Source: an optimization exercise on an open RTL-to-GDS flow (aim: small area and few clock cycles). Production flows keep margins and buffers that such runs may drop. Only simulation tests tie the RTL to the original design; equivalence was not proved. Power figures rest on the tool's default switching activity, not on a simulated workload.

==> inputs of run Y <==
==> flow/design.v (excerpt) <==
module html_markup_text_extractor (
	input  logic        clk,
	input  logic        arst_n,
	input  logic        in_valid,
	output logic        in_ready,
	input  logic [7:0]  in_byte,
	input  logic        doc_last,
	output logic        out_valid,
	input  logic        out_ready,
	output logic [7:0]  out_char,
	output logic [19:0] src_offset,
	output logic        run_last,
	output logic        nest_overflow
);
	localparam logic [1:0] M_NORMAL = 2'd0;
	localparam logic [1:0] M_SPACES = 2'd1;
	localparam logic [1:0] M_TAG    = 2'd2;
	localparam logic [1:0] M_ENT    = 2'd3;
	localparam logic [4:0] T_ROOT = 5'd0, T_BR = 5'd1, T_B = 5'd2, T_XM = 5'd3,
		T_D = 5'd4, T_XML = 5'd5, T_SC = 5'd6, T_SCR = 5'd7, T_H = 5'd8, T_SCRI = 5'd9,
		T_SCRIP = 5'd10, T_SCRIPT = 5'd11, T_L = 5'd12, T_SL = 5'd13, T_TI = 5'd14,
		T_TA = 5'd15, T_TIT = 5'd16, T_TITL = 5'd17, T_BLK = 5'd18, T_S = 5'd19,
		T_T = 5'd20, T_U = 5'd21, T_MBR = 5'd22, T_MXML = 5'd23, T_X = 5'd24,
		T_MSCRIPT = 5'd25, T_DEAD = 5'd27, T_MBLK = 5'd28;
	localparam logic [5:0] E_ROOT = 6'd0,
		E_A = 6'd33, E_L = 6'd44, E_G = 6'd39, E_N = 6'd46,
		E_O = 6'd47, E_U = 6'd53, E_CO = 6'd15, E_CA = 6'd1,
		E_CU = 6'd21, E_S = 6'd51, E_E = 6'd37, E_AM = 6'd2,
  ...
==> flow/config.mk <==
export PLATFORM = sky130hd
export DESIGN_NAME = html_markup_text_extractor
export DESIGN_NICKNAME = html_markup_text_extractor
export VERILOG_FILES = /design/flow/design.v
export SDC_FILE = /design/flow/constraint.sdc
export NUM_CORES = 4
export LEC_CHECK = 0
export ABC_AREA = 1
export CAP_MARGIN = 20
export CORE_MARGIN = 2
export CORE_UTILIZATION = 70
export SLEW_MARGIN = 20
==> flow/constraint.sdc <==
create_clock -name core_clock -period 7.0 [get_ports {clk}]
set_input_delay 1.4000 -clock core_clock [delete_from_list [all_inputs] [get_ports {clk}]]
set_output_delay 1.4000 -clock core_clock [all_outputs]
set_load 0.01 [all_outputs]
standard.sh (not shown) runs the stock make flow with config.mk's settings and CLKGATE_MAP_FILE= SYNTH_SCRIPT=/design/flow/synth_recipe.tcl, a recipe that flattens the netlist after the stock synthesis.
==> flow/flow/run.sh <==
#!/bin/bash
# The standard layout (standard.sh), with two changes:
#  - synthesis maps the logic with flow/abc_area.script, an area-oriented ABC script, in
#    place of ORFS's; everything else in the synthesis is the standard one (synth_recipe.tcl
#    and ORFS's synth.tcl, with only the ABC script swapped), so the registers are the same
#  - the port buffers are the smallest buffer cell
#  - clock tree synthesis adds no dummy loads
# every tool's output goes to the ORFS logs under orfs/logs, and make's to layout.log
set -euo pipefail
W=$PWD
# ORFS's synth.tcl with the ABC script swapped, right after the preamble sets it
sed '/source $::env(SCRIPTS_DIR)\/synth_preamble.tcl/a set abc_args [lreplace $abc_args 1 1 '"$W"'/flow/abc_area.script]' \
	"$FLOW_HOME/scripts/synth.tcl" > "$W/own_synth.tcl"
grep -q "abc_area.script\]" "$W/own_synth.tcl"
# The standard flow's synthesis script, sourcing that copy
sed 's#source $::env(SCRIPTS_DIR)/synth.tcl#source '"$W"'/own_synth.tcl#' "$W/synth_recipe.tcl" > "$W/own_synth_recipe.tcl"
grep -q own_synth.tcl "$W/own_synth_recipe.tcl"
# standard.sh, with that synthesis script
sed 's#SYNTH_SCRIPT=[^ ]*#SYNTH_SCRIPT='"$W"'/own_synth_recipe.tcl#' "$W/standard.sh" > "$W/own_standard.sh"
grep -q own_synth_recipe.tcl "$W/own_standard.sh"
export BUFFER_PORTS_ARGS="-buffer_cell sky130_fd_sc_hd__buf_1"
export CTS_ARGS="-sink_clustering_enable -repair_clock_nets -dont_use_dummy_load"
bash "$W/own_standard.sh" > "$W/layout.log" 2>&1
==> flow/flow/abc_area.script <==
strash
&get -n
&fraig -x
&put
scorr
dc2
strash
&get -n
&dch -f
&nf -R 1000 -p
&put
mfs2
strash
dc2
&get -n
&dch -f
&nf -R 1000 -p
&put
mfs2
strash
dc2
&get -n
&dch -f
&nf -R 1000 -p
&put
mfs2
strash
dc2
&get -n
&dch -f
&nf -R 1000 -p
&put
mfs2
strash
dc2
&get -n
&dch -f
&nf -R 1000 -p
&put
mfs2
strash
dc2
&get -n
&dch -f
&nf -R 1000 -p
&put
mfs2
strash
dc2
&get -n
&dch -f
&nf -R 1000 -p
&put
mfs2
strash
dc2
&get -n
&dch -f
&nf -R 1000 -p
&put
mfs2
strash
dc2
&get -n
&dch -f
&nf -R 1000 -p
&put
mfs2
strash
dc2
&get -n
&dch -f
&nf -R 1000 -p
&put
mfs2
strash
dc2
&get -n
&dch -f
&nf -R 1000 -p
&put
mfs2
strash
dc2
&get -n
&dch -f
&nf -R 1000 -p
&put
mfs2
strash
dc2
&get -n
&dch -f
&nf -R 1000 -p
&put
mfs2
strash
dc2
&get -n
&dch -f
&nf -R 1000 -p
&put
mfs2
strash
dc2
&get -n
&dch -f
&nf -R 1000 -p
&put
mfs2
strash
dc2
&get -n
&dch -f
&nf -R 1000 -p
&put
mfs2
strash
dc2
&get -n
&dch -f
&nf -R 1000 -p
&put
mfs2
strash
dc2
&get -n
&dch -f
&nf -R 1000 -p
&put
mfs2
strash
dc2
&get -n
&dch -f
&nf -R 1000 -p
&put
mfs2
strash
dc2
&get -n
&dch -f
&nf -R 1000 -p
&put
mfs2
strash
dc2
&get -n
&dch -f
&nf -R 1000 -p
&put
==> inputs of run D, as changes to run Y <==
--- a/flow/flow/run.sh
+++ b/flow/flow/run.sh
@@ -4,7 +4,6 @@
 #    place of ORFS's; everything else in the synthesis is the standard one (synth_recipe.tcl
 #    and ORFS's synth.tcl, with only the ABC script swapped), so the registers are the same
 #  - the port buffers are the smallest buffer cell
-#  - clock tree synthesis adds no dummy loads
 # every tool's output goes to the ORFS logs under orfs/logs, and make's to layout.log
 set -euo pipefail
 W=$PWD
@@ -19,5 +18,4 @@
 sed 's#SYNTH_SCRIPT=[^ ]*#SYNTH_SCRIPT='"$W"'/own_synth_recipe.tcl#' "$W/standard.sh" > "$W/own_standard.sh"
 grep -q own_synth_recipe.tcl "$W/own_standard.sh"
 export BUFFER_PORTS_ARGS="-buffer_cell sky130_fd_sc_hd__buf_1"
-export CTS_ARGS="-sink_clustering_enable -repair_clock_nets -dont_use_dummy_load"
 bash "$W/own_standard.sh" > "$W/layout.log" 2>&1
==> flow/flow/abc_area.script (replaced) <==
strash
&get -n
&fraig -x
&put
scorr
dc2
strash
&get -n
&dch -f
&nf -R 1000 -p
&put
mfs2
strash
&get -n
&dch -f
&nf -R 1000 -p
&put
CORE_UTILIZATION = 60   (was 70)
==> comparison <==
Run Y ran to the end with no violations. Run D passed the timing, design-rule and antenna checks. Flip-flop and latch count is the same in run Y and run D. In run Y the sequential power is smaller than in run D, by about 0.7%. In run D the register-to-register slack is better than in run Y, by 0.35 ns. Between run Y and run D, the lower area after synthesis is in run Y (gap 5.0%, measured against run D). Clock power: run Y is lower than run D (about 22%). Of run Y and run D, run D has the higher wire length (gap about 9%, measured against run D). Between run D and run Y, the lower total power is in run Y (gap 13%, measured against run Y).
==> figures <==
| item | run Y | run D |
|---|---|---|
| Run status | finished clean | finished clean |
| Total track usage | 40.61% | 37.42% |
| Compound-cell area share of the yosys netlist | 21.34% | 19.94% |
| Pre-antenna DRT Iters | 14 | 9 |
| # rows | 31 | 35 |
| Count of cell types in the netlist | 52 | 49 |
| Floorplan die height | 90.92 µm | 100.3 µm |
| Tap cells | 99 | 111 |
| CLK BUF | 9 | 10 |
| Initial cell density of the core | 72.53% | 61.10% |
| Simple-Gate Fraction of Synth Area | 27.37% | 30.37% |
| Synthesized netlist cell count | 597 | 654 |
| Maximum number of pins on one net before global-route repair | 33 | 52 |
| Switching share of power | 36.90% | 38.45% |
| PwrDens | 224.7 nW/µm² | 239.0 nW/µm² |
| DRC marker count from the first detailed-route iteration | 967 | 1005 |
Testbench counts of run Y, summed over its fixed seeds: cycles 25,771.
Testbench counts of run D, summed over its fixed seeds: cycles 25,771.

## separate check: timing with driven ports
Ports are ideal in the flow. The routed layouts listed here were re-timed in OpenROAD. Step 1 sets driving cells, clkbuf_16 on the clock port and buf_2 on the other inputs (assumed; they add their load-dependent delay and slew). Step 2 adds t to the input delays and takes it off the output delays; t is the mean of the earliest and latest rising clock arrival at the registers after step 1. Input paths then give back, and output paths get back, about the clock's delay inside the block. Slacks: no drivers / after step 1 / after step 2; pairs: no drivers / after step 1.
| run | shift t [ns] | setup WS [ns] | slew at the worst register clock pin (ns) | cell pins on the clock port's net |
|---|---|---|---|---|
| run Y | 0.381 | 2.115 / 2.120 / 1.739 | 0.10 / 0.10 | 1 |
| run D | 0.384 | 2.242 / 2.242 / 1.858 | 0.09 / 0.09 | 1 |
After both steps every run listed still meets setup and hold. The setup slack of run D, which loses most, moves by 0.000 ns with the drivers and by -0.384 ns with both steps.
